Source: an optimization exercise on an open RTL-to-GDS flow (aim: small area, a short achievable clock period and few clock cycles). Production flows keep margins and buffers that such runs may drop.
Function was checked by simulation only, so behaviour that the tests miss may differ from the original.
Power figures rest on the tool's default switching activity, not on a simulated workload.

$ cat design/flow/design.v
package execPkg;
	typedef logic [16-1:0]   word_t;
	typedef logic [8-1:0]   byte_t;
	typedef logic [16:0]     aluRes_t;  
	typedef logic [5-1:0]    shAmt_t;
	typedef enum logic [1:0] {OPSEL_RF, OPSEL_MEM, OPSEL_IMM, OPSEL_TWO} opSel_t;
	typedef enum logic [2:0] {EXEC_NOP, EXEC_ALU, EXEC_SHIFT, EXEC_DIV, EXEC_REMAINDER} execOp_t;
	typedef enum logic [3:0] {
		ALU_ADD, ALU_OR, ALU_ADC, ALU_SBB, ALU_AND, ALU_SUB, ALU_XOR, ALU_CMP,
		ALU_INC, ALU_DEC, ALU_NOT, ALU_NEG, ALU_TEST, ALU_PASS1, ALU_PASS2, ALU_SHL2
	} aluFunc_t;
	typedef enum logic [2:0] {SH_ROL, SH_ROR, SH_RCL, SH_RCR, SH_SHL, SH_SHR, SH_SAL, SH_SAR} shFunc_t;
endpackage
`timescale 1ns/10ps
module execAlu
(
	input  execPkg::word_t    op1_i,
	input  execPkg::word_t    op2_i,
	input  execPkg::aluFunc_t func_i,
	input  logic     carry_i,
	output execPkg::aluRes_t  res_o
);
	localparam int W = 16;
	logic   negA;
	logic   useB;
	logic   invB;
	logic   cyIn;
	logic   invCy;   
	logic   isArith;
	logic   isShl2;
	logic [3:0] tt;  
	execPkg::word_t  x;
	execPkg::word_t  y;
	execPkg::word_t  p;
	execPkg::word_t  g;
	execPkg::word_t  lg;
	logic [W:0] c;   
	logic [3:0] f;
	always_comb
	begin
		f       = func_i;
		isArith = (f == execPkg::ALU_ADD) || (f == execPkg::ALU_ADC) || (f == execPkg::ALU_SBB) ||
		          (f == execPkg::ALU_SUB) || (f == execPkg::ALU_CMP) || (f == execPkg::ALU_INC) ||
		          (f == execPkg::ALU_DEC) || (f == execPkg::ALU_NEG);
		isShl2  = (f == execPkg::ALU_SHL2);
		useB    = !f[3];                 
		invB    = f[0] && !(f[3] && f[1]);  
		negA    = f[3] && f[1];          
		invCy   = f[0];                  
		if (f[3])
			cyIn = !f[0] || f[1];        
		else if (f[2])
			cyIn = 1'b1;                 
		else
			cyIn = f[1] && (carry_i ^ f[0]);  
		case (f)
			execPkg::ALU_OR:    tt = 4'b1110;
			execPkg::ALU_AND,
			execPkg::ALU_TEST:  tt = 4'b1000;
			execPkg::ALU_XOR:   tt = 4'b0110;
			execPkg::ALU_NOT:   tt = 4'b0011;
			execPkg::ALU_PASS1: tt = 4'b1100;
			execPkg::ALU_PASS2: tt = 4'b1010;
			default:   tt = 4'b0000;
		endcase
	end
	always_comb
	begin
		logic [W-1:0] gg;
		logic [W-1:0] pp;
		logic [W-1:0] gn;
		logic [W-1:0] pn;
		x  = op1_i ^ {W{negA}};
		y  = (op2_i & {W{useB}}) ^ {W{invB}};
		p  = x ^ y;
		g  = x & y;
		gg = g;
		pp = p;
		for (int d = 1; d < W; d = d * 2)
		begin
			gn = gg;
			pn = pp;
			for (int i = 0; i < W; i++)
			begin
				if ((i / d) % 2 == 1)
				begin
					gn[i] = gg[i] | (pp[i] & gg[(i / d) * d - 1]);
					pn[i] = pp[i] & pp[(i / d) * d - 1];
				end
			end
			gg = gn;
			pp = pn;
		end
		c = {gg | (pp & {W{cyIn}}), cyIn};
	end
	always_comb
	begin
		for (int i = 0; i < W; i++)
			lg[i] = tt[{op1_i[i], op2_i[i]}];
		res_o = '0;
		if (isArith)
			res_o = {c[W] ^ invCy, p ^ c[W-1:0]};
		else if (isShl2)
			res_o = {op2_i[W-2:0], 2'b00};  
		else
			res_o = {1'b0, lg};
	end
endmodule
`timescale 1ns/10ps
module execShifter
(
	input  execPkg::word_t   data_i,
	input  execPkg::shAmt_t  amount_i,
	input  execPkg::shFunc_t func_i,
	input  logic    bw_i,      
	input  logic    carry_i,
	output execPkg::word_t   res_o,
	output logic    carry_o,
	output logic    overflow_o
);
	localparam int W = 16;
	localparam int B = 8;
	logic         isRight;
	logic         isRc;
	logic         isShl;
	logic [4:0]   k;      
	logic [4:0]   t;      
	execPkg::word_t upper;
	execPkg::byte_t upper8;
	logic [2*W:0] src;
	logic [2*W:0] s8;
	logic [2*W:0] s4;
	logic [2*W:0] s2;
	logic [2*W:0] s1;
	logic [W:0]   win;
	execPkg::word_t d;
	execPkg::byte_t d8;
	execPkg::word_t res;
	logic         c;
	logic         topBit;
	logic         nextBit;
	always_comb
	begin
		isRight = func_i[0];
		isRc    = (func_i[2:1] == 2'b01);
		isShl   = func_i[2] && !func_i[0];
		d       = data_i;
		d8      = data_i[B-1:0];
		c       = carry_i;
		if (isRc)
		begin
			if (bw_i)
				k = (amount_i >= 5'd17) ? amount_i - 5'd17 : amount_i;
			else if (amount_i >= 5'd27)
				k = amount_i - 5'd27;
			else if (amount_i >= 5'd18)
				k = amount_i - 5'd18;
			else if (amount_i >= 5'd9)
				k = amount_i - 5'd9;
			else
				k = amount_i;
		end
		else
			k = bw_i ? {1'b0, amount_i[3:0]} : {2'b0, amount_i[2:0]};
		if (isRight || (k == 5'd0))
			t = k;
		else if (isRc)
			t = (bw_i ? 5'd17 : 5'd9) - k;
		else
			t = (bw_i ? 5'd16 : 5'd8) - k;
		if (isRc)
		begin
			upper  = {d[W-2:0], c};
			upper8 = {d8[B-2:0], c};
		end
		else if (!func_i[2] || isShl)
		begin
			upper  = d;
			upper8 = d8;
		end
		else if (func_i[1])
		begin
			upper  = {W{d[W-1]}};   
			upper8 = {B{d8[B-1]}};
		end
		else
		begin
			upper  = '0;            
			upper8 = '0;
		end
		src = {upper, (bw_i ? d[W-1:B] : upper8), d8, c};
		s8  = t[3] ? (src >> 8) : src;
		s4  = t[2] ? (s8 >> 4) : s8;
		s2  = t[1] ? (s4 >> 2) : s4;
		s1  = t[0] ? (s2 >> 1) : s2;
		win = t[4] ? src[2*W:W] : s1[W:0];
		for (int i = 0; i < W; i++)
			res[i] = win[i+1] & !(isShl && (5'(i) < k));
		res_o = bw_i ? res : {{(W-B){1'b0}}, res[B-1:0]};
		if (!isRight && !isRc && (k != 5'd0))
			carry_o = win[1];
		else
			carry_o = win[0];
		topBit  = bw_i ? d[W-1] : d[B-1];
		nextBit = bw_i ? d[W-2] : d[B-2];
		case (func_i)
			execPkg::SH_ROR:  overflow_o = topBit ^ d[0];
			execPkg::SH_RCR:  overflow_o = topBit ^ c;
			execPkg::SH_SHR:  overflow_o = topBit;
			execPkg::SH_SAR:  overflow_o = 1'b0;
			default: overflow_o = topBit ^ nextBit;  
		endcase
	end
endmodule
`timescale 1ns/10ps
module divCtrl
(
	input  logic   bw_i,
	input  execPkg::word_t  op1_i,    
	input  execPkg::word_t  op2_i,    
	input  execPkg::word_t  dx_i,     
	output logic   ovf_o,             
	output execPkg::word_t  divisor_o,
	output execPkg::word_t  remLoad_o,
	output execPkg::word_t  resLoad_o
);
	localparam int W = 16;
	localparam int B = 8;
	assign divisor_o = bw_i ? op1_i : {{(W-B){1'b0}}, op1_i[B-1:0]};
	assign remLoad_o = bw_i ? dx_i : {{(W-B){1'b0}}, op2_i[W-1:B]};
	assign ovf_o     = (remLoad_o >= divisor_o);
	assign resLoad_o = bw_i ? op2_i : {(ovf_o ? op2_i[W-1:B] : op2_i[B-1:0]), {B{1'b0}}};
endmodule
`timescale 1ns/10ps
module divStepCounter
(
	input  logic iClk,
	input  logic load_i,
	input  logic bw_i,
	input  logic step_i,
	output logic lastStep_o
);
	localparam int WORD_CLKS = 16 / 2;
	localparam int BYTE_CLKS = 8 / 2;
	localparam int CW = 3;
	logic [CW-1:0] left;  
	assign lastStep_o = (left == '0);
	always_ff @(posedge iClk)
	begin
		if (load_i)
			left <= bw_i ? CW'(WORD_CLKS - 1) : CW'(BYTE_CLKS - 1);
		else if (step_i)
			left <= left - CW'(1);
	end
endmodule
`timescale 1ns/10ps
module divDatapath
(
	input  logic   bw_i,
	input  logic   last_i,              
	input  execPkg::word_t  rem_i,
	input  execPkg::word_t  quot_i,
	input  execPkg::word_t  divisor_i,
	output execPkg::word_t  rem_o,
	output execPkg::word_t  quot_o
);
	localparam int W  = 16;
	localparam int B  = 8;
	localparam int RB = 2;
	execPkg::word_t r;
	execPkg::word_t sh;
	execPkg::word_t dn;      
	execPkg::word_t p;
	execPkg::word_t gg;
	execPkg::word_t pp;
	execPkg::word_t gn;
	execPkg::word_t pn;
	logic [W:0]     c;       
	logic [RB-1:0]  qBits;
	logic           q;
	execPkg::word_t diff;
	execPkg::word_t shA;     
	execPkg::word_t shB;     
	execPkg::word_t g;
	execPkg::word_t pA;
	execPkg::word_t gA;
	execPkg::word_t pB;
	execPkg::word_t gB;
	always_comb
	begin
		dn = ~divisor_i;
		r  = rem_i;
		sh = {rem_i[W-2:0], quot_i[W-1]};
		p  = sh ^ dn;
		g  = sh & dn;
		for (int s = 0; s < RB; s++)
		begin
			gg = g;
			pp = p;
			for (int d = 1; d < W; d = d * 2)
			begin
				gn = gg;
				pn = pp;
				for (int i = d; i < W; i++)
				begin
					gn[i] = gg[i] | (pp[i] & gg[i-d]);
					pn[i] = pp[i] & pp[i-d];
				end
				gg = gn;
				pp = pn;
			end
			c    = {gg | pp, 1'b1};
			diff = p ^ c[W-1:0];
			q    = r[W-1] | c[W];
			qBits[RB-1-s] = q;
			if (s < RB - 1)
			begin
				shA = {sh[W-2:0], quot_i[W-2-s]};
				shB = {diff[W-2:0], quot_i[W-2-s]};
				pA  = shA ^ dn;
				gA  = shA & dn;
				pB  = shB ^ dn;
				gB  = shB & dn;
				p   = (pA & {W{!q}}) | (pB & {W{q}});
				g   = (gA & {W{!q}}) | (gB & {W{q}});
				r   = q ? diff : sh;
				sh  = q ? shB : shA;
			end
			else
				r = q ? diff : sh;
		end
		rem_o = r;
		quot_o = {quot_i[W-1-RB:0], qBits};
		if (!bw_i && last_i)
			quot_o[W-1:B] = r[B-1:0];
	end
endmodule
`timescale 1ns/10ps
module execUnit
(
	input  logic     iClk,
	input  logic     rstN_i,
	input  execPkg::execOp_t  exec_i,
	input  execPkg::aluFunc_t func_i,    
	input  logic     bw_i,
	input  execPkg::opSel_t   selIn1_i,
	input  execPkg::opSel_t   selIn2_i,
	input  execPkg::word_t    rf1_i,
	input  execPkg::word_t    rf2_i,
	input  execPkg::word_t    mem_i,
	input  execPkg::word_t    imm1_i,
	input  execPkg::word_t    imm2_i,
	input  execPkg::word_t    dx_i,
	input  logic     carry_i,
	input  logic     stall_i,
	output execPkg::word_t    result_o,
	output logic     isZero_o,
	output logic     carry_o,
	output logic     overflow_o,
	output logic     stallD_o,
	output logic     divErr_o
);
	execPkg::word_t   op1;
	execPkg::word_t   op2;
	execPkg::aluRes_t aluRes;
	execPkg::word_t   shRes;
	logic    shCarry;
	logic    shOvf;
	logic    divOvf;
	execPkg::word_t   divisorIn;
	execPkg::word_t   remLoad;
	execPkg::word_t   resLoad;
	execPkg::word_t   stepRem;
	execPkg::word_t   stepQuot;
	logic    idle;
	logic    divStart;
	logic    divStep;
	logic    lastStep;
	execPkg::word_t   resultQ;     
	execPkg::word_t   remQ;        
	execPkg::word_t   divisorQ;
	logic    carryQ;
	logic    ovfQ;
	logic    stallDQ;
	logic    divErrQ;
	logic    divBwQ;
	always_comb
	begin
		case (selIn1_i)
			execPkg::OPSEL_RF:  op1 = rf1_i;
			execPkg::OPSEL_MEM: op1 = mem_i;
			execPkg::OPSEL_IMM: op1 = imm2_i;   
			default:   op1 = execPkg::word_t'(2);
		endcase
		case (selIn2_i)
			execPkg::OPSEL_RF:  op2 = rf2_i;
			execPkg::OPSEL_MEM: op2 = mem_i;
			execPkg::OPSEL_IMM: op2 = imm1_i;
			default:   op2 = execPkg::word_t'(2);
		endcase
	end
	assign idle     = !stallDQ;
	assign divStart = (exec_i == execPkg::EXEC_DIV) && idle;
	assign divStep  = stallDQ && !stall_i;
	execAlu uAlu (.op1_i(op1), .op2_i(op2), .func_i(func_i), .carry_i(carry_i), .res_o(aluRes));
	execShifter uShifter
	(
		.data_i(op1), .amount_i(rf2_i[5-1:0]), .func_i(execPkg::shFunc_t'(func_i[2:0])),
		.bw_i(bw_i), .carry_i(carry_i), .res_o(shRes), .carry_o(shCarry), .overflow_o(shOvf)
	);
	divCtrl uDivCtrl
	(
		.bw_i(bw_i), .op1_i(op1), .op2_i(op2), .dx_i(dx_i), .ovf_o(divOvf), .divisor_o(divisorIn),
		.remLoad_o(remLoad), .resLoad_o(resLoad)
	);
	divStepCounter uDivCnt
	(
		.iClk(iClk), .load_i(divStart), .bw_i(bw_i), .step_i(divStep), .lastStep_o(lastStep)
	);
	divDatapath uDivData
	(
		.bw_i(divBwQ), .last_i(lastStep), .rem_i(remQ), .quot_i(resultQ), .divisor_i(divisorQ), .rem_o(stepRem),
		.quot_o(stepQuot)
	);
	always_ff @(posedge iClk)
	begin
		if (divStart)
		begin
			divisorQ <= divisorIn;
			divBwQ   <= bw_i;
		end
	end
	execPkg::word_t resultD;
	execPkg::word_t resultRest;  
	execPkg::word_t remD;
	logic    carryD;
	logic    carryRest;
	logic    ovfD;
	logic    stallDD;
	logic    aluSel;
	always_comb
	begin
		resultRest = resultQ;
		remD       = remQ;
		carryRest  = carryQ;
		ovfD       = ovfQ;
		stallDD    = stallDQ;
		aluSel     = 1'b0;
		if (stallDQ)
		begin
			if (!stall_i)
			begin
				resultRest = stepQuot;
				remD       = stepRem;
				stallDD    = !lastStep;
			end
		end
		else
		begin
			case (exec_i)
				execPkg::EXEC_ALU:
				begin
					resultRest = '0;
					carryRest  = 1'b0;
					ovfD       = 1'b0;
					aluSel     = 1'b1;
				end
				execPkg::EXEC_SHIFT:
				begin
					resultRest = shRes;
					carryRest  = shCarry;
					ovfD       = shOvf;
				end
				execPkg::EXEC_DIV:
				begin
					resultRest = resLoad;
					remD       = remLoad;
					stallDD    = !divOvf;
				end
				execPkg::EXEC_REMAINDER: resultRest = remQ;
				default: ;
			endcase
		end
		resultD = resultRest | (aluRes[16-1:0] & {16{aluSel}});
		carryD  = carryRest | (aluRes[16] & aluSel);
	end
	always_ff @(posedge iClk or negedge rstN_i)
	begin
		if (!rstN_i)
		begin
			resultQ <= '0;
			remQ    <= '0;
			carryQ  <= 1'b0;
			ovfQ    <= 1'b0;
			stallDQ <= 1'b0;
			divErrQ <= 1'b0;
		end
		else
		begin
			resultQ <= resultD;
			remQ    <= remD;
			carryQ  <= carryD;
			ovfQ    <= ovfD;
			stallDQ <= stallDD;
			divErrQ <= divStart && divOvf;  
		end
	end
	assign result_o   = resultQ;
	assign isZero_o   = (resultQ == '0);
	assign carry_o    = carryQ;
	assign overflow_o = ovfQ;
	assign stallD_o   = stallDQ;
	assign divErr_o   = divErrQ;
endmodule
$ cat design/flow/standard.sh
#!/bin/bash
# synth_recipe.tcl (not shown) runs the flow's synth.tcl, then flattens the netlist and writes it again
# the make line also repeats each setting of config.mk as NAME=value (left out here)
make -C /OpenROAD-flow-scripts/flow DESIGN_CONFIG=/design/flow/config.mk WORK_HOME=/design/flow/orfs CLKGATE_MAP_FILE= SYNTH_SCRIPT=/design/flow/synth_recipe.tcl "${@:-finish}"
$ cat design/flow/constraint.sdc
create_clock -name core_clock -period 6.0 [get_ports {iClk}]
set_input_delay 1.2000 -clock core_clock [delete_from_list [all_inputs] [get_ports {iClk}]]
set_output_delay 1.2000 -clock core_clock [all_outputs]
set_load 0.01 [all_outputs]
$ cat design/flow/config.mk
export PLATFORM = sky130hd
export DESIGN_NAME = execUnit
export DESIGN_NICKNAME = execUnit
export VERILOG_FILES = /design/flow/design.v
export SDC_FILE = /design/flow/constraint.sdc
export NUM_CORES = 4
export LEC_CHECK = 0
export ABC_AREA = 1
export CAP_MARGIN = 20
export CORE_MARGIN = 2
export CORE_UTILIZATION = 55
export SETUP_SLACK_MARGIN = 1.5
export SLEW_MARGIN = 20
$ cat design/flow/flow/run.sh
#!/bin/bash
# The standard layout (the standard.sh: standard synthesis, floorplan, power grid, taps,
# placement, CTS, routing), with one change: the buffers that placement puts on every input and
# output port are sky130_fd_sc_hd__buf_1 instead of the resizer's default pick (a delay cell,
# clkdlybuf4s50_1). Every port still gets its own buffer. The full output of make and the tools
# goes to standard_flow.log here; ORFS also keeps each step's log under orfs/logs/.
set -euo pipefail
export BUFFER_PORTS_ARGS="-buffer_cell sky130_fd_sc_hd__buf_1"
bash standard.sh > standard_flow.log 2>&1
==> key figures, run 1 <==
STA
  – Number of max-slew violations in the final report: 0
  – RSZ-0062 raised after global routing: yes
  – Layout Skew: roughly 6 ps
  – Final min period: about 4400 ps
  – Final Cycle Share: around 73%
  – Setup-failing EPs final: 0
  – Worst slew pin tran: between 900 and 1000 ps
  – Max-slew headroom: 36.80%
  – Fin. Hold Viols: 0
  – Fmax: 0.2284 GHz
  – Setup_tns: 0 ps

Floorplan
  – Site row count: between 50 and 60
  – I/O pins: 133
  – Initial core utilization: a little under three fifths
  – CORE AREA: 20170 µm²
  – Die X: ~150 µm
  – Die Ht: about 150 µm
  – Die area: 21630 µm²

Placed design
  – GP Congestion: 1.059
  – Dpl cells: 2337
  – Port bufs: 132
  – HPWL after detailed placement: approximately 38000 µm

Finish
  – Reg area: 1508 µm²
  – Share of post-route cells with drive strength above 1: 12.51%
  – Fill cells: about 2000
  – Multi-input gate area: 8989 µm²
  – Ant diodes: 0
  – Finished Layout Cells: about 2400
  – NumNets Final: around 2400
  – Area growth from synthesis to layout: 19.16%

Synth
  – Asr flop ratio synth: between 60% and 70%
  – Synth area leader: nand2_1
  – Post-synth cell types: 55
  – Adder-Cell Fraction of Synth Area: 10.29%
  – Mapped cell area: 11260 µm²
  – Simple-Gate Fraction of Synth Area: roughly 40%
  – Nets in the synthesized netlist: 2176
  – Top-count cell post-synth: nand2_1
  – Post-synthesis mux area share: 0.1778%
  – Yosys top cell area share: a little under a fifth
  – Largest family of logic cells by synthesized area: simple AND/OR/NAND/NOR gates
  – Xor and xnor area share after synthesis: under 10%
  – Synthesis Warnings: 5
  – Synth Register Bits: 56
  – Number of enable flip-flop cells after synthesis: 20
  – Most frequent cells after synthesis: 560 x nand2_1, 268 x nand3_1, 240 x inv_1, 160 x o21ai_0, 138 x nor2_1
  – Avg Cell Area, Syn: 5.708 µm²
  – Primary FF master, synth: dfrtp_1
  – Area contributors post-synth: nand2_1 19%, nand3_1 12%, ha_1 10%
  – Post-synthesis sequential area ratio: a little over an eighth
  – Compound-cell area share of the yosys netlist: 21.07%
  – Post-Syn Instances: between 1500 and 2000

Route
  – Routed Antenna Nets: 0
  – Number of iterations in the first detailed-routing pass: 7
  – DRC violations left: 0
  – Number of DRC markers in iteration 0: slightly above 2000
  – Routed vias/inst: 6.172
  – Total detailed-routing wirelength: slightly below 50000 µm
  – DR WL/cell: 20.31 µm
  – Vias: between 10000 and 15000

Setup path
  – Most used cell, CP: nand2_1
  – Slowest CP cell: a2111oi_4
  – Worst EP required: slightly above 6000 ps
  – Critical Path, Cell by Cell: buf_1 > inv_1 > nor2_2 > buf_4 > nand2_1 > and3_1 > inv_1 > nand2_1 > ha_1 > a21oi_1 > o21ai_0 > a2111oi_4 > nand3_2 > nor2_4 > clkbuf_2 > o22ai_1 > a221oi_1 > nand2_1 > nand2_1 > nand3_1
  – Buf/Inv on CP: 5
  – CP max FO: 11
  – R2r setup slk: about 1700 ps
  – CP top delay family: simple AND/OR/NAND/NOR gates
  – Element type at the critical path start: primary input
  – Data arrival time of the worst path: approximately 4600 ps
  – Critical path type: primary input to flop
  – Setup crit end kind: flop
  – Max incr delay on CP: about 420 ps

Run status
  – Status: finished clean

Global route
  – Total GRT Usage: 42.65%
  – Initial antenna violation count: 0
  – First-pass GRT wire length: approximately 73000 µm
  – Largest net degree at the start of global routing: between 40 and 50
  – Vias in the first global route: roughly 13000
  – Global route overflow: 0

Run
  – Max cap viols: 0

Clocking
  – Clock Tree Buf Depth: 2
  – Clock transition at path regs: about 80 ps
  – Num CTS Buffers: 5
  – CTS tree: yes
  – Clock root buffer: clkbuf_16
  – # clock sinks: 56
  – CTS Hold Bufs: 0
  – H-tree depth: 2
  – Worst-skew pair later-pin latency: around 300 ps

Power
  – Max rail drop VDD: 0.2106 mV
  – Leakage Power: 6.680 nW
  – Cell Pwr Density: approximately 410 nW/µm²

Min path
  – Min-Delay Path Class: flop to flop
-- layout make-up --
class | instances | share of cell area [%]
clock inverter | 2 | 0.1213
sequential | 56 | 11.24
clock buffer | 6 | 0.9607
multi-input combinational | 1593 | 67.01
tap | 270 | 2.518
timing repair buffer | 248 | 10.77
timing repair inverter | 4 | 0.2052
inverter | 250 | 7.173
-- metal layers --
layer,GRT usage [%],vias up,share of wire [%]
met4,25.48,0,7.8
met5,0,-,0
li1,-,6990,-
met2,69.98,1070,45
met3,5.000,253,10
met1,54.00,6679,38
-- repair_timing --
action,4_1_cts,5_1_grt
cloned,3,6
resized for setup,31,107
pin swaps,4,40
hold endpoints to repair,0,0
setup buffers,5,70
setup endpoints to repair,33,33
-- worst reg2reg max path: cells and delay by family, from the launching register on --
kind,cells,cell delay [ps]
and+or+nand+nor,13,1270
buffers and inverters,4,600
xor gates and xnor gates,1,210
adders and majority gates,2,680
DFF,1,480
AOI/OAI and AO/OA,5,910
-- kinds of logic after synthesis --
group / Yosys count
AND/OR/NAND/NOR: 1041
AO/OA/AOI/OAI: 406
buffers and inverters: 327
adder cells (fa/ha/maj): 92
flip-flops: 56
XOR/XNOR: 48
multiplexers: 2
-- flip-flops by register name, indices dropped and copies added, names as in the netlist --
register,cells
divBwQ,1
remQ,16
resultQ,16
carryQ,1
divisorQ,16
stallDQ,1
uDivCnt.left,3
ovfQ,1
divErrQ,1
-- placed cells by master, fill, tap and decap left out, types with 16 or more instances in the layout --
cell        n
inv_1     229
ha_1       86
a21oi_1   114
xor2_1     33
o211ai_1   32
buf_1     122
dfrtp_1    31
nand2_1   553
nand3_1   258
edfxtp_1   20
buf_4     105
o21ai_0   155
nor3_1     16
nor2_1    122
-- per-stage QoR --
step	power [mW]	hold slack, ps	setup slack, ps	utilization, %	instance area, µm²
3_5_place_dp	4.563	549.5	614.6	59.68	12040
6_report	5.462	566.0	1621	66.51	13410
5_1_grt	5.916	576.9	1419	66.51	13410
4_1_cts	4.933	567.6	1388	61.41	12390
2_1_floorplan	3.525	470.4	1578	-	11260
3_3_place_gp	4.475	554.8	618.4	59.66	12030
-- power by group --
| part | switching (mW) | total [mW] | internal, mW |
|---|---|---|---|
| registers | 0.233 | 0.765 | 0.532 |
| clock network | 0.151 | 0.307 | 0.157 |
| logic | 2.86 | 4.39 | 1.53 |
-- final timing paths --
| kind | from | to | cells after the start |
|---|---|---|---|
| max | selIn1_i[1] | resultQ[9]$_DFF_PN0_ | 20 |
| min | ovfQ$_DFFE_PN0P_ | ovfQ$_DFFE_PN0P_ | 1 |
| max reg2reg | remQ[2]$_DFFE_PN0P_ | remQ[12]$_DFFE_PN0P_ | 25 |
| min reg2reg | ovfQ$_DFFE_PN0P_ | ovfQ$_DFFE_PN0P_ | 1 |
| max in group asynchronous | rstN_i | remQ[4]$_DFFE_PN0P_ | 1 |
| min in group asynchronous | rstN_i | resultQ[1]$_DFF_PN0_ | 1 |
Testbench counts, summed over its fixed seeds: cycles 52,440.
==> run 2, diff against run 1 <==
--- a/design/flow/design.v
+++ b/design/flow/design.v
@@ -82,9 +82,6 @@
 			pn = pp;
-			for (int i = 0; i < W; i++)
+			for (int i = d; i < W; i++)
 			begin
-				if ((i / d) % 2 == 1)
-				begin
-					gn[i] = gg[i] | (pp[i] & gg[(i / d) * d - 1]);
-					pn[i] = pp[i] & pp[(i / d) * d - 1];
-				end
+				gn[i] = gg[i] | (pp[i] & gg[i-d]);
+				pn[i] = pp[i] & pp[i-d];
 			end
@@ -440,2 +437,3 @@
 	logic    aluSel;
+	logic    shSel;
 	always_comb
@@ -448,2 +446,3 @@
 		aluSel     = 1'b0;
+		shSel      = 1'b0;
 		if (stallDQ)
@@ -469,5 +468,6 @@
 				begin
-					resultRest = shRes;
-					carryRest  = shCarry;
+					resultRest = '0;
+					carryRest  = 1'b0;
 					ovfD       = shOvf;
+					shSel      = 1'b1;
 				end
@@ -483,4 +483,5 @@
 		end
-		resultD = resultRest | (aluRes[16-1:0] & {16{aluSel}});
-		carryD  = carryRest | (aluRes[16] & aluSel);
+		resultD = resultRest | (aluRes[16-1:0] & {16{aluSel}}) |
+		          (shRes & {16{shSel}});
+		carryD  = carryRest | (aluRes[16] & aluSel) | (shCarry & shSel);
 	end
==> run 2 against run 1 <==
Still clean. Cell count barely moved. Combinational power up 2%. Area after synthesis increased by 4.3%. Critical path depth increased by 3. Sequential share of layout area increased by 0.17 points. Clock skew up 10 ps. Via count down 0.47%. Critical path type unchanged. Critical endpoint is now resultQ[14]$_DFF_PN0_. Highest routed layer is now met5.
==> key figures, run 2 <==
Run status
  – Status: finished clean

Setup path
  – Max incr delay on CP: 390 ps (-30 ps)
  – Critical Path, Cell by Cell: clkbuf_2 > inv_1 > nor2_4 > buf_8 > a221oi_2 > buf_4 > clkinvlp_4 > nand2_1 > o21ai_0 > ha_1 > nand2_2 > nor3_2 > inv_1 > nor2_1 > nand4_1 > nand3_2 > nand2_1 > inv_1 > nor2_1 > o21ai_1 > o2111ai_2 > a221oi_2 > nand3_1
  – Critical path type: primary input to flop
  – CP max FO: 10 (-1)
  – CP top delay family: simple AND/OR/NAND/NOR gates
  – Buf/Inv on CP: 7 (+2)
  – Most used cell, CP: inv_1
  – Worst EP required: 6180 ps (about the same)
  – Slowest CP cell: ha_1
  – Data arrival time of the worst path: 4560 ps (about the same)
  – Element type at the critical path start: primary input
  – Setup crit end kind: flop

Floorplan
  – Site row count: 53 (+1.9%)
  – CORE AREA: 20960 µm² (+3.9%)
  – I/O pins: 133 (unchanged)
  – Die area: 22520 µm² (+4.1%)
  – Die X: 150.1 µm (+2.0%)
  – Initial core utilization: 56.01% (+0.19 points)
  – Die Ht: 150.1 µm (+2.0%)

Finish
  – Most frequent cells in the layout: 566 x nand2_1, 241 x nand3_1, 226 x inv_1, 152 x o21ai_0, 125 x buf_1
  – Fill cells: 2125 (+8.4%)
  – NumNets Final: 2358 (-0.17%)
  – Share of post-route cells with drive strength above 1: 11.04% (-1.5 points)
  – Area growth from synthesis to layout: 12.14%
  – Ant diodes: 0 (unchanged)
  – Biggest regs: divisorQ x16, remQ x16, resultQ x16
  – Commonest non-fill, non-tap cell in the layout: nand2_1

STA
  – RSZ-0062 raised after global routing: yes
  – Setup_tns: 0 ps (unchanged)
  – Max-slew headroom: 28.50% (-8.3 points)
  – Worst Hold Margin: 552.8 ps (-13.16 ps)
  – Fmax: 0.2284 GHz (about the same)
  – Worst slew pin tran: 1072 ps (+124.4 ps)
  – Final min period: 4379 ps (+0.2400 ps)
  – Number of max-slew violations in the final report: 0 (unchanged)
  – Final Cycle Share: 72.98% (about the same)
  – Layout Skew: 16.35 ps (+10.23 ps)
  – Setup-failing EPs final: 0 (unchanged)
  – Fin. Hold Viols: 0 (unchanged)

Power
  – Cell Pwr Density: 418.1 nW/µm² (+2.7%)
  – Overall Power: 5.503 mW (+0.75%)
  – Logic gate share of total power: 81.3% (+0.9 points)
  – Clock group share of total power: 5.8% (+0.2 points)
  – Flop pwr share: 12.9% (-1.1 points)
  – P_sw: 3.354 mW (+3.5%)
  – Leakage Power: 6.505 nW (-2.6%)
  – Max rail drop VDD: 0.3354 mV (+59%)
  – Power Internal: 2.149 mW (-3.3%)
  – Switching share of power: 60.95% (+1.6 points)

Route
  – Vias: 14920 (-0.47%)
  – Total detailed-routing wirelength: 47990 µm (-2.7%)
  – Number of DRC markers in iteration 0: 1831 (-9.8%)
  – DRC violations left: 0 (unchanged)
  – Routed Antenna Nets: 0 (unchanged)
  – Number of iterations in the first detailed-routing pass: 9 (+2)
  – Routed vias/inst: 6.141 (-0.51%)
  – DR WL/cell: 19.75 µm (-2.8%)

Clocking
  – Clock transition at path regs: 80 ps (about the same)
  – Worst-skew pair later-pin latency: 310 ps (about the same)
  – CTS Hold Bufs: 0 (unchanged)
  – H-tree depth: 2 (unchanged)
  – # clock sinks: 56 (unchanged)
  – Clock root buffer: clkbuf_16
  – Clock Tree Buf Depth: 2 (unchanged)
  – CTS tree: yes
  – Num CTS Buffers: 5 (unchanged)

Synth
  – Area contributors post-synth: nand2_1 18%, nand3_1 10%, ha_1 9.7%
  – Primary FF master, synth: dfrtp_1
  – Most frequent cells after synthesis: 570 x nand2_1, 245 x nand3_1, 237 x inv_1, 157 x o21ai_0, 126 x a21oi_1
  – Avg Cell Area, Syn: 5.801 µm² (+1.6%)
  – Post-Syn Instances: 2023 (+2.6%)
  – Mapped cell area: 11740 µm² (+4.3%)
  – Post-synthesis sequential area ratio: 12.79% (-0.54 points)
  – Number of enable flip-flop cells after synthesis: 20 (unchanged)
  – Post-synth cell types: 66 (+20%)
  – Yosys top cell area share: 18.23% (-0.44 points)
  – Synth area leader: nand2_1
  – Synthesis Warnings: 5 (unchanged)
  – Synth Register Bits: 56 (unchanged)
  – Nets in the synthesized netlist: 2227 (+2.3%)
  – Top-count cell post-synth: nand2_1
  – Asr flop ratio synth: 64.29% (unchanged)

Run
  – Max cap viols: 0 (unchanged)

Global route
  – Initial antenna violation count: 1 (+1)
  – Global route overflow: 0 (unchanged)
  – Total GRT Usage: 41.03% (-1.6 points)
  – Largest net degree at the start of global routing: 73 (+74%)
  – Vias in the first global route: 13310 (-1.0%)
  – First-pass GRT wire length: 72130 µm (-0.96%)

Min path
  – Min-Delay Path Class: flop to flop

Placed design
  – HPWL after detailed placement: 37700 µm (-0.63%)
  – Port bufs: 132 (unchanged)
  – GP Congestion: 0.9987 (-5.7%)
## run 2: cell type report
| cell class | count | area, µm² | area share [%] |
|---|---|---|---|
| multi-input combinational | 1628 | 9072 | 68.93 |
| clock buffer | 5 | 125.1 | 0.9507 |
| timing repair inverter | 1 | 7.507 | 0.05704 |
| sequential | 56 | 1501 | 11.41 |
| inverter | 262 | 1021 | 7.757 |
| clock inverter | 3 | 27.53 | 0.2091 |
| timing repair buffer | 200 | 1062 | 8.071 |
| tap | 275 | 344.1 | 2.614 |
## run 2: final timing paths
kind,from,to,slack [ps],cells after the start
max,selIn2_i[1],resultQ[14]$_DFF_PN0_,1620,23
min,ovfQ$_DFFE_PN0P_,ovfQ$_DFFE_PN0P_,550,2
max reg2reg,remQ[3]$_DFFE_PN0P_,remQ[13]$_DFFE_PN0P_,1780,24
min reg2reg,ovfQ$_DFFE_PN0P_,ovfQ$_DFFE_PN0P_,550,2
max in group asynchronous,rstN_i,remQ[11]$_DFFE_PN0P_,4260,1
min in group asynchronous,rstN_i,resultQ[1]$_DFF_PN0_,1050,1
## run 2: tightest hold or removal path: cells and delay by family (launching register included)
family | cells | cell delay [ps]
AND/OR/NAND/NOR | 2 | 130
flip-flops | 1 | 390
## run 2: logic make-up after synthesis
group,Yosys count,synth area share (%)
buffers and inverters,340,12.25
and+or+nand+nor,1046,38.90
DFF,56,12.79
adders and majority gates,92,9.872
xor gates and xnor gates,48,3.646
muxes,1,0.08529
AOI/OAI and AO/OA,440,22.45
## run 2: layer usage
metal	vias up	part of all wire [%]	track usage, %
met4	2	6.4	23.40
met1	6734	38	51.07
met3	174	10	5.396
met2	945	46	68.11
li1	7067	-	-
met5	-	0.035	0
## run 2: through the flow
step	utilization, %	area (µm²)	worst slack [ps]	instances
5_1_grt	62.81	13160	1409	2430
6_report	62.81	13160	1621	2430
3_5_place_dp	59.45	12460	813.2	2395
3_3_place_gp	59.41	12450	758.4	2394
2_1_floorplan	-	11740	1613	2023
4_1_cts	60.63	12700	1506	2404
## run 2: what timing repair did
item                                    in CTS  in global routing
resized for setup                           19                 68
endpoints found under the setup margin      16                 31
gates cloned                                 0                  3
pin swaps                                    0                 11
buffers inserted                             1                 23
## run 2: power by group through the flow
| stage | clock network [mW] | registers [mW] | logic (mW) |
|---|---|---|---|
| final | 0.320 | 0.708 | 4.47 |
| after global routing | 0.332 | 0.714 | 4.95 |
| after detailed placement | 0 | 0.706 | 4.25 |
| after CTS | 0.318 | 0.698 | 4.29 |
| after global placement | 0 | 0.703 | 4.19 |
| after floorplan | 0 | 0.658 | 3.29 |
Testbench counts of run 2, summed over its fixed seeds: cycles 52,440.

==> port drivers added, routing unchanged <==
No port has a modelled driver above. Below, the same layouts with a new extraction and two added sets of constraints.
Step 1 (the two cells are an assumption about what drives the block):
set clk [get_ports {iClk}]
set_driving_cell -lib_cell sky130_fd_sc_hd__clkbuf_16 $clk
set_driving_cell -lib_cell sky130_fd_sc_hd__buf_2 [delete_from_list [all_inputs] $clk]
Step 2 moves the port delays by t, midway between the first and last clock arrival at a register: inputs arrive t later, outputs are due t later. That takes back most of the time a late clock gives input paths.
Three values: ideal ports, drivers, drivers and shift; two values: the first two.
| run | shift t [ns] | setup WS [ns] | worst setup path after step 2 | clock arrival spread, ns | cell pins on the clock port's net |
|---|---|---|---|---|---|
| run 1 | 0.345 | 1.621 / 1.626 / 1.281 | input to register | 0.007 / 0.007 | 1 |
| run 2 | 0.350 | 1.621 / 1.645 / 1.296 | input to register | 0.017 / 0.017 | 1 |
After both steps every run listed still meets setup and hold. The setup slack of run 1, which loses most, moves by +0.005 ns with the drivers and by -0.340 ns with both steps.
